Background: an optimization exercise with open tools, aiming at small area, a short achievable clock period and few clock cycles per item. Do not read the settings as production practice.
No run shown here included a check of the RTL's function; only the layout flow was run.
Power figures rest on the tool's default switching activity, not on a simulated workload.

[flow/config.mk]
export PLATFORM = sky130hd
export DESIGN_NAME = huff_top
export DESIGN_NICKNAME = huff_top
export VERILOG_FILES = /design/flow/design.v
export SDC_FILE = /design/flow/constraint.sdc
export NUM_CORES = 4
export LEC_CHECK = 0
export ABC_AREA = 1
export CAP_MARGIN = 20
export CORE_MARGIN = 2
export CORE_UTILIZATION = 40
export CTS_BUF_LIST = sky130_fd_sc_hd__clkbuf_8
export CTS_CLUSTER_DIAMETER = 50
export CTS_CLUSTER_SIZE = 16
export PLACE_DENSITY = 0.6
export SETUP_SLACK_MARGIN = 2.8
export SLEW_MARGIN = 20
[flow/constraint.sdc]
create_clock -name core_clock -period 5.0 [get_ports {clk}]
set_input_delay 1.0000 -clock core_clock [delete_from_list [all_inputs] [get_ports {clk}]]
set_output_delay 1.0000 -clock core_clock [all_outputs]
set_load 0.01 [all_outputs]
[flow/design.v]
`timescale 1ns/1ns
module huff_top
(
  input  logic       clk,
  input  logic       rst,
  input  logic       sym_req,
  input  logic [3:0] sym,
  output logic       sym_ack,
  output logic       table_start,
  output logic       table_valid,
  output logic       table_bit,
  output logic       table_done
);
  localparam logic [8:0] WMAX = 9'h1FF;         
  localparam logic [1:0] M_INIT = 2'd0;         
  localparam logic [1:0] M_COLL = 2'd1;         
  localparam logic [1:0] M_WAIT = 2'd2;         
  localparam logic [1:0] M_BLD  = 2'd3;         
  logic [1:0] mode;
  logic [3:0] p;                                
  logic       first;                            
  logic       last_p;                           
  logic [3:0] rnd;                              
  logic [7:0] blk;                              
  logic       take;
  logic       wrdy;                             
  logic       fin;                              
  logic       merged;                           
  logic [3:0] symq;                             
  logic       tq;                               
  assign last_p = (p == 4'd9);
  logic       open_in;                          
  logic       absorb;                           
  logic [15:0] full;                            
  assign open_in = (mode == M_COLL) | merged;
  assign absorb  = ~merged;
  assign take    = sym_req & ~sym_ack & open_in & ~full[sym];
  logic [8:0] w  [10];                          
  logic [3:0] sm [10];                          
  logic [3:0] n;                                
  logic [3:0] n2;                               
  logic [3:0] sm_n2;
  logic [3:0] smq;                              
  always_comb
  begin
    full = '0;
    for (int i = 0; i < 10; i++)
      full[i] = &sm[i];
  end
  assign n  = last_p ? 4'd0 : p + 4'd1;
  always_comb
  begin
    sm_n2 = '0;
    for (int i = 0; i < 10; i++)
      if (n2 == 4'(i))
        sm_n2 = sm[i];
  end
  logic [8:0] best_w, sec_w, sum_r;
  logic [3:0] best_i, sec_i, a_r, b_r;
  logic [8:0] sumv;
  logic [8:0] xd;                               
  logic       lt_b, lt_s;
  logic       mod_en;                           
  logic [3:0] a_e, b_e;
  assign sumv   = best_w + sec_w;               
  assign xd     = ~(first & merged) ? w[0] :
                  (best_i == 4'd0) ? WMAX : ((sec_i == 4'd0) ? sumv : w[0]);
  assign lt_b   = (w[0] <= best_w);             
  assign lt_s   = (w[0] <= sec_w);
  assign mod_en = merged & ~last_p;
  assign a_e    = first ? best_i : a_r;
  assign b_e    = first ? sec_i : b_r;
  always_ff @(posedge clk)
  begin
    for (int i = 0; i < 8; i++)
      w[i+1] <= w[i+2];
    w[9] <= ((mode == M_INIT) || (mode == M_BLD && rnd == 4'd8)) ? 9'd0 : xd;
    if (mode == M_INIT)
      w[0] <= 9'd0;
    else if (mod_en && n == a_e)
      w[0] <= WMAX;
    else if (mod_en && n == b_e)
      w[0] <= first ? sumv : sum_r;
    else
      w[0] <= w[1] + {5'd0, smq};                
    smq  <= (mode == M_INIT || !absorb) ? 4'd0 : sm_n2;
    for (int i = 0; i < 10; i++)
      sm[i] <= ((absorb && n2 == 4'(i)) ? 4'd0 : sm[i]) + {3'd0, tq && (symq == 4'(i))};
    symq <= sym;
    tq   <= take;
    if (first)
    begin
      best_w <= xd;
      best_i <= p;
      sec_w  <= WMAX;
      a_r    <= best_i;
      b_r    <= sec_i;
    end
    else if (lt_b)
    begin
      best_w <= w[0];
      best_i <= p;
      sec_w  <= best_w;
      sec_i  <= best_i;
    end
    else if (lt_s)
    begin
      sec_w <= w[0];
      sec_i <= p;
    end
    if (first && mode == M_BLD)
      sum_r <= sumv;                            
    else if (xfer)
      sum_r <= code_w[8:0];
    else if (fin)
      sum_r <= 9'd1;
    else if (act && ob_busy)
      sum_r <= {ob9, sum_r[8:1]};
  end
  logic [7:0] rec [9];                          
  logic [3:0] q;                                
  logic [3:0] ra, rb;
  assign ra = rec[0][7:4];
  assign rb = rec[0][3:0];
  always_ff @(posedge clk)
  begin
    for (int i = 0; i < 8; i++)
      rec[i] <= rec[i+1];
    rec[8] <= (first && (merged || fin)) ? {best_i, sec_i} : rec[0];
  end
  logic       wlk;                              
  logic       act;                              
  logic [3:0] dig;
  logic [3:0] s;                                
  logic [9:0] code;                             
  logic [9:0] code_w;                           
  logic       ob9;
  logic [9:0] ob;                               
  logic       ob_busy;
  logic       xfer;                             
  assign ob      = {ob9, sum_r};
  assign ob_busy = (ob[9:1] != 9'd0);
  assign xfer    = wlk & (q == 4'd8);
  assign code_w  = (s == ra) ? {code[8:0], 1'b0} : ((s == rb) ? {code[8:0], 1'b1} : code);
  always_ff @(posedge clk)
  begin
    if (wlk)
    begin
      code <= code_w;
      if (s == ra)
        s <= rb;
    end
    if (xfer)
    begin
      code <= 10'd1;
      dig  <= dig + 4'd1;
      s    <= dig + 4'd1;
    end
    if (fin)
    begin
      dig  <= '0;
      s    <= '0;
      code <= 10'd1;
    end
    if (xfer)
      ob9 <= code_w[9];
    else if (fin)
      ob9 <= 1'b0;
    else if (act && ob_busy)
      ob9 <= 1'b0;
  end
  always_ff @(posedge clk or negedge rst)
  begin
    if (!rst)
    begin
      mode        <= M_INIT;
      p           <= '0;
      n2          <= 4'd2;
      first       <= 1'b1;
      merged      <= 1'b0;
      rnd         <= '0;
      blk         <= '0;
      wrdy        <= 1'b0;
      fin         <= 1'b0;
      sym_ack     <= 1'b0;
      q           <= '0;
      wlk         <= 1'b0;
      act         <= 1'b0;
      table_start <= 1'b0;
      table_valid <= 1'b0;
      table_bit   <= 1'b0;
      table_done  <= 1'b0;
    end
    else
    begin
      p       <= n;
      if (mode == M_BLD && last_p)
        merged <= (rnd != 4'd8);                
      n2      <= (n2 == 4'd9) ? 4'd0 : n2 + 4'd1;
      first   <= last_p;
      sym_ack <= sym_req & (sym_ack | (open_in & ~full[sym]));
      if (tq)
        blk <= blk + 8'd1;
      fin <= 1'b0;
      case (mode)
        M_INIT:
          if (last_p)
            mode <= M_COLL;
        M_COLL:
          if (tq && blk == 8'd255)
            mode <= M_WAIT;
        M_WAIT:
          if (p == 4'd8)
            wrdy <= 1'b1;
          else if (last_p && wrdy)
          begin
            wrdy <= 1'b0;
            mode <= M_BLD;
            rnd  <= '0;
          end
        default:
          if (last_p)
          begin
            rnd <= rnd + 4'd1;
            if (rnd == 4'd8)
            begin
              mode <= M_COLL;
              fin  <= 1'b1;
            end
          end
      endcase
      q <= (fin || q == 4'd8) ? 4'd0 : q + 4'd1;
      table_start <= 1'b0;
      table_done  <= 1'b0;
      table_valid <= act & ob_busy;
      table_bit   <= act & ob_busy & ob[0];
      if (xfer && dig == 4'd9)
        wlk <= 1'b0;
      if (act && !wlk && !ob_busy)
      begin
        table_done <= 1'b1;
        act        <= 1'b0;
      end
      if (fin)
      begin
        table_start <= 1'b1;
        wlk         <= 1'b1;
        act         <= 1'b1;
      end
    end
  end
endmodule
[flow/run.sh]
#!/bin/bash
# synth_recipe.tcl (not shown) runs the flow's synth.tcl, then flattens the netlist and writes it again
# the make line also repeats each setting of config.mk as NAME=value (left out here)
make -C /OpenROAD-flow-scripts/flow DESIGN_CONFIG=/design/flow/config.mk WORK_HOME=/design/flow/orfs CLKGATE_MAP_FILE= SYNTH_SCRIPT=/design/flow/synth_recipe.tcl finish
==> flow_summary_export.csv, run 1 <==
group,metric,value,unit
status,outcome,"finished clean",
cts,htree_levels,2,
placement,place_congestion,0.898,
cts,clock_insertion_delay_worst_skew,550,ps
routing,wl_per_cell,13.9,um
grt,grt-ovfl-total,0,
sta,slew-limit-headroom,38.1,%
cells_and_area,num-fill-cells,2965,
grt,initial_antenna_violation_count,0,
cts,cts.path.max_buffers,3,
logic_synthesis,synthesized_flop_and_latch_total,310,
sta,fin_tns_setup,0,ps
sta,drv_slew,0,
critical_path,critical_path_buf_inv_count,1,
routing,drc,0,
logic_synthesis,ys_top_cells_by_area,"dfxtp_1 (41%), nand2_1 (10%), dfrtp_1 (7.2%)",
critical_path,timing.critical_path.cells,"clkdlybuf4s15_1",
floorplan,io_pins,12,
logic_synthesis,mappedNetlistNets,1467,
critical_path,critical_path.startpoint_type,"flip-flop",
critical_path,critical_path_origin,"table_start",
power,power_leakage,6.52,nW
critical_path,timing.critical_path.to_type,"primary output",
routing,first_iter_violations,534,
logic_synthesis,synth_async_sr_flop_share,11.9,%
power,power_density,403,nW/um2
critical_path,max_stage_delay,360,ps
cts,cts_made_buffers,34,
logic_synthesis,synth_top_area_cell,"dfxtp_1",
logic_synthesis,synth_top_flop_cell,"dfxtp_1",
floorplan,floorplan.die.width,178,um
cts,clock_sinks,310,
logic_synthesis,post-synth-top-count-cell,"nand2_1",
sta,layout_min_cycle_time,2120,ps
cells_and_area,antenna_cells,0,
logic_synthesis,avgSynthCellArea,8.70,um2
min_path,worst_hold_start,"rec[1][2]",
floorplan,core_area,29800,um2
sta,setup_viol_count_final,0,
flow_run,drv.max_cap_violation_count,0,
logic_synthesis,synth_common_cells,"nand2_1 (339), dfxtp_1 (246), inv_1 (194)",
cells_and_area,final_nets,1514,
placement,place.port_buffers,11,
sta,worst_slew_pin_slew,929,ps
cts,cts_tree,"built",
critical_path,crit_required,4000,ps
routing,routed_wl,25.8,mm
routing,first_pass_iters,5,
placement,dp_hpwl,18.7,mm
logic_synthesis,synth_enable_flop_cells,27,
sta,hold_viol,0,
cells_and_area,proportion_of_layout_cells_with_a_drive_suffix_above_1,9.56,%
floorplan,placementRows,63,
routing,route.detailed.vias_per_inst,4.73,
grt,grt_pass1_wl,41.5,mm
floorplan,die-height,178,um
critical_path,critical-path-top-delay-family,"flip-flops",
sta,clock-skew-final,28.9,ps
placement,dp_cells,1776,
logic_synthesis,netlist-cell-type-count,43,
critical_path,timing.rr.start,"sec_w[0]",
power,ir_worst_vdd,167,uV
critical_path,critPathKind,"flip-flop to primary output",
power,p_total,0.00547,W
floorplan,die-area,31800,um2
sta,final.hold.worst_slack,312,ps
min_path,holdCritPathClass,"flip-flop to flip-flop",
cells_and_area,area_growth_syn_to_layout,11.9,%
cells_and_area,finalNonFillerCells,1854,
logic_synthesis,syn-instance-count,1395,
floorplan,starting_density_of_the_core,40.7,%
routing,total_number_of_vias,8761,
grt,grt_max_degree,38,
logic_synthesis,yosys_warnings,4,
cts,clock_transition_at_the_registers_of_the_reported_paths,90,ps
sta,rsz0062_at_grt,"yes",
logic_synthesis,sequential_fraction_of_the_synthesis_area,54.9,%
sta,highest_achievable_clock_rate,0.472,GHz
cells_and_area,multi_input_area,4750,um2
cells_and_area,sequential_area,6670,um2
critical_path,crit_arrival,1120,ps
grt,groute.usage.overall,16.6,%
cts,clock-root-buffer,"clkbuf_8",
critical_path,cp_slowest_cell,"dfrtp_1",
sta,timing.final.crit_share,42.3,%
logic_synthesis,synth_top_area_share,40.6,%
logic_synthesis,post_synthesis_cell_area,12100,um2
grt,grt_pass1_vias,8323,
critical_path,timing.critical_path.fanout_max,1,
routing,ant_nets,0,
[flip-flops by register name, summed over array words and instances, names as in the netlist, 2 cells and up]
register and flops:
a_r 4, s 4, rec 72, blk 8
smq 4, q 4, dig 4, rnd 4
p 4, sec_w 9, best_w 9, sum_r 9
mode 2, best_i 4, b_r 4, symq 4
n2 4, code 10, sm 40, sec_i 4
w 90
[what timing repair did]
action,CTS,global route
gates cloned,0,3
endpoints found under the setup margin,79,73
resized for setup,33,22
hold buffers,0,0
buffers inserted,8,9
pin swaps,5,6
endpoints found under the hold margin,0,0
[cells by family after synthesis]
kind of cell	Yosys count	synth area share [%]
XOR/XNOR	41	2.96
AND/OR/NAND/NOR	597	21.2
buffers and inverters	221	7.08
adder cells (fa/ha/maj)	65	6.82
multiplexers	3	0.278
flip-flops	310	54.9
AO/OA/AOI/OAI	158	6.78
[placed cells by master (no fill, tap or decap), types with 3 or more instances in the layout]
cell	synthesis	routed
nand2_1	339	335
dfxtp_1	246	245
inv_1	194	195
nor2_1	103	101
nand3_1	89	86
a21oi_1	72	70
o21ai_0	64	62
ha_1	63	59
clkbuf_8	0	37
dfrtp_1	35	35
edfxtp_1	27	27
nand4_1	26	26
xor2_1	24	24
xnor2_1	17	17
buf_4	3	16
clkinv_2	0	8
o21ai_1	9	8
nand2_2	6	7
nor3_1	6	6
nand3b_1	6	6
a21oi_2	3	5
nor2_2	5	5
nand2_4	2	5
inv_6	0	5
clkdlybuf4s50_1	0	5
and2_1	4	4
inv_2	5	4
nor2_4	1	4
clkinvlp_4	0	4
nand3_4	1	4
nand3_2	3	4
or2_2	4	4
o21ai_2	0	3
mux2_2	3	3
o22ai_1	3	3
ha_2	0	3
clkinv_8	0	3
buf_2	9	3
clkbuf_2	0	3
[final cells by class]
| class | instances | area share, % |
|---|---|---|
| Timing Repair Buffer | 28 | 1.55 |
| Clock buffer | 37 | 3.75 |
| Clock inverter | 21 | 1.31 |
| Timing Repair inverter | 1 | 0.0553 |
| Tap cell | 390 | 3.59 |
| Multi-Input combinational cell | 866 | 35.0 |
| Inverter | 201 | 5.68 |
| Sequential cell | 310 | 49.1 |
[routing by layer]
layer | share of wire [%] | track usage (%)
met1 | 48 | 22.2
met2 | 45 | 26.6
met3 | 4.1 | 2.96
met4 | 3.3 | 6.40
met5 | 0 | 0
[final timing paths]
path / depth (start not counted) / slack, ps / end
setup / recovery: 1 / 2880 / table_start
hold / removal: 0 / 310 / rec[0][2]
setup reg to reg: 14 / 2890 / best_w[8]
hold reg to reg: 0 / 310 / rec[0][2]
max in group asynchronous: 1 / 3810 / rnd[0]
min in group asynchronous: 1 / 590 / sym_ack
[power breakdown]
part           leakage (nW)  switching [W]  total [W]  internal, W
registers              2.71       0.000108    0.00280      0.00270
logic                  3.44       0.000645   0.000978     0.000334
clock network         0.372       0.000952    0.00169     0.000736
total                  6.52        0.00170    0.00547      0.00377
[stage by stage]
step                setup WS (ps)  area, um2  util, %
finish                       2880      13600     45.6
global route                 2710      13600     45.6
CTS                          2800      13500     45.1
detailed placement           2050      12600     42.4
global placement             2060      12600     42.4
floorplan                    2830      12100        -
==> inputs of run 2 (changes only) <==
--- a/flow/config.mk
+++ b/flow/config.mk
@@ -10,8 +10,8 @@
 export CORE_MARGIN = 2
 export CORE_UTILIZATION = 40
 export CTS_BUF_LIST = sky130_fd_sc_hd__clkbuf_8
-export CTS_CLUSTER_DIAMETER = 50
-export CTS_CLUSTER_SIZE = 16
+export CTS_CLUSTER_DIAMETER = 60
+export CTS_CLUSTER_SIZE = 20
 export PLACE_DENSITY = 0.6
 export SETUP_SLACK_MARGIN = 2.8
 export SLEW_MARGIN = 20
==> run 2 against run 1 <==
- synthesized area unchanged
- critical path depth up 9
- hold slack better by 8.2 ps
- first-iteration DRC count up 18%
- maximum frequency down 1.1%
- sequential power about the same
- clock power down 17%
- critical path type is now flip-flop to flip-flop
- critical endpoint is now sum_r[4]
- largest cell class unchanged
- largest power group unchanged
- highest routed layer unchanged
==> flow_summary_export.csv, run 2 <==
group,metric,value,unit
grt,groute.usage.overall,16.2,%
logic_synthesis,synth_enable_flop_cells,27,
power,power_density,386,nW/um2
routing,routed_wl,25.5,mm
floorplan,die-area,31800,um2
cells_and_area,layout_common_cells,"nand2_1 (334), dfxtp_1 (245), inv_1 (190)",
cells_and_area,proportion_of_layout_cells_with_a_drive_suffix_above_1,9.24,%
floorplan,placementRows,63,
logic_synthesis,syn-instance-count,1395,
critical_path,timing.critical_path.fanout_max,12,
critical_path,crit_arrival,2460,ps
logic_synthesis,yosys_warnings,4,
logic_synthesis,synthSimpleGateAreaFrac,21.2,%
sta,hold_viol,0,
cells_and_area,largest-register,"w",
logic_synthesis,synth_common_cells,"nand2_1 (339), dfxtp_1 (246), inv_1 (194)",
sta,worst_slew_pin_slew,932,ps
logic_synthesis,muxShareOfSynthArea,0.278,%
routing,wl_per_cell,13.9,um
placement,place_congestion,0.898,
critical_path,timing.rr.start,"q[0]",
cells_and_area,final_nets,1510,
critical_path,timing.critical_path.to_type,"flip-flop",
logic_synthesis,synth_top_area_share,40.6,%
cells_and_area,largestRegisters,"w x90, rec x72, sm x40",
cts,htree_levels,1,
routing,first_iter_violations,632,
grt,grt_max_degree,38,
logic_synthesis,synthesized_flop_and_latch_total,310,
min_path,holdCritPathClass,"flip-flop to flip-flop",
routing,ant_nets,0,
floorplan,io_pins,12,
power,power_leakage,6.44,nW
cts,clock_sinks,310,
logic_synthesis,synth_compound_gate_area_share,6.78,%
sta,highest_achievable_clock_rate,0.467,GHz
sta,slew-limit-headroom,37.9,%
sta,timing.final.crit_share,42.8,%
cts,clock-root-buffer,"clkbuf_8",
cells_and_area,largest_register_ff_count,90,
status,outcome,"finished clean",
cells_and_area,layout.core_utilization,45.3,%
cts,cts.path.max_buffers,3,
grt,initial_antenna_violation_count,0,
cells_and_area,final_common_cell,"nand2_1",
logic_synthesis,synth_top_area_cell,"dfxtp_1",
min_path,worst_hold_start,"w[6][0]",
floorplan,die-height,178,um
routing,total_number_of_vias,8738,
critical_path,critical_path.startpoint_type,"flip-flop",
cells_and_area,antenna_cells,0,
logic_synthesis,post_synthesis_cell_area,12100,um2
logic_synthesis,post-synth-top-count-cell,"nand2_1",
sta,layout_min_cycle_time,2140,ps
cts,cts_tree,"built",
sta,rsz0062_at_grt,"yes",
placement,dp_hpwl,18.7,mm
cts,cts_made_buffers,24,
critical_path,crit_required,5310,ps
floorplan,starting_density_of_the_core,40.7,%
routing,first_pass_iters,5,
sta,setup_viol_count_final,0,
logic_synthesis,synth_xor_area_share,2.96,%
logic_synthesis,netlist-cell-type-count,43,
logic_synthesis,mappedNetlistNets,1467,
logic_synthesis,synth-adder-area-share,6.82,%
routing,route.detailed.vias_per_inst,4.75,
logic_synthesis,synth_top_flop_cell,"dfxtp_1",
cells_and_area,area_growth_syn_to_layout,11.1,%
critical_path,critPathKind,"flip-flop to flip-flop",
critical_path,critical_path_origin,"q[0]",
floorplan,floorplan.die.width,178,um
logic_synthesis,synth_async_sr_flop_share,11.9,%
grt,grt_pass1_vias,8186,
sta,drv_slew,0,
logic_synthesis,avgSynthCellArea,8.70,um2
logic_synthesis,ys_top_cells_by_area,"dfxtp_1 (41%), nand2_1 (10%), dfrtp_1 (7.2%)",
routing,drc,0,
power,ir_worst_vdd,205,uV
flow_run,drv.max_cap_violation_count,0,
sta,fin_tns_setup,0,ps
sta,clock-skew-final,31.2,ps
cts,clock_insertion_delay_worst_skew,580,ps
grt,grt-ovfl-total,0,
placement,place.port_buffers,11,
cts,clock_transition_at_the_registers_of_the_reported_paths,120,ps
grt,grt_pass1_wl,40.7,mm
floorplan,core_area,29800,um2
logic_synthesis,sequential_fraction_of_the_synthesis_area,54.9,%
logic_synthesis,largest_family_of_logic_cells_by_synthesized_area,"simple AND/OR/NAND/NOR gates",
cts,cts_hold_buffers,0,
run 2: final cells by class:
type / instances / area [um2]
fill: 2965 / 16300
clock buffer: 27 / 372
multi-input combinational: 865 / 4780
sequential: 310 / 6670
clock inverter: 11 / 133
inverter: 201 / 772
tap: 390 / 488
timing repair buffer: 36 / 274
run 2: cells by family after synthesis:
family                   count (synthesis)
XOR/XNOR                                41
buffers and inverters                  221
AND/OR/NAND/NOR                        597
multiplexers                             3
flip-flops                             310
AO/OA/AOI/OAI                          158
adder cells (fa/ha/maj)                 65
run 2: layer usage:
| metal | vias up | wire length (um) | global-route usage [%] |
|---|---|---|---|
| met2 | 138 | 11400 | 26.0 |
| met4 | 0 | 947 | 6.17 |
| met5 | - | 0 | 0 |
| met3 | 50 | 988 | 2.47 |
| li1 | 4514 | - | - |
| met1 | 4036 | 12200 | 21.9 |
run 2: path summary, 6_finish.rpt:
check / endpoint / slack [ps] / cells after the start
min in group asynchronous: sym_ack / 560 / 1
min: w[5][0] / 320 / 0
min reg2reg: w[5][0] / 320 / 0
max: sum_r[4] / 2860 / 10
max reg2reg: sum_r[4] / 2860 / 10
max in group asynchronous: act / 3840 / 1
run 2: through the flow:
stage	hold slack [ps]	cells	instance area (um2)	power [W]	worst slack, ps
CTS	327	1823	13300	0.00521	2800
floorplan	310	1395	12100	0.00342	2830
finish	320	1840	13500	0.00521	2860
global placement	310	1776	12600	0.00368	2060
global route	327	1840	13500	0.00548	2690
detailed placement	312	1776	12600	0.00369	2050
run 2: critical path, cell delays in order (launching register included):
cell,delay [ps]
dfrtp_1,430
inv_1,70
ha_1,130
nand2_1,150
nor2_4,250
clkinvlp_4,160
nand2_4,170
clkinvlp_4,140
buf_4,170
a21oi_1,130
a21oi_1,80
run 2: where the power goes:
group	leakage (nW)	internal [W]	switching [W]
registers	2.71	0.00270	0.000113
logic	3.47	0.000351	0.000646
clock network	0.259	0.000545	0.000860
run 2: repair_timing:
item / 4_1_cts / 5_1_grt
setup buffers: 9 / 16
endpoints found under the setup margin: 79 / 76
pin swaps: 5 / 5
gates resized for setup: 33 / 29
gates cloned: 0 / 1

re-timing with driven ports:
The results above use ideal ports. As a check the final layouts listed here were re-extracted and re-timed, cells and wires unchanged.
Step 1 assumes that a clkbuf_16 drives the clock port and a buf_2 every other input.
Step 2 also shifts input and output timing later by t, the mid clock arrival at the registers, as if the neighbouring blocks saw the same clock.
Three values: ideal, step 1, step 2; two values: the first two.
run	t (ns)	slack for setup (ns)	worst setup path at the end	worst slew at a driven data input, ns	pins driven straight from the clock port
run 1	0.572	2.884 / 2.839 / 2.372	input to register	0.03	1
run 2	0.607	2.859 / 2.817 / 2.374	input to register	0.03	1
After both steps setup and hold are still met in every run listed. The setup slack of run 1, which loses most, moves by -0.045 ns with the drivers and by -0.512 ns with both steps.
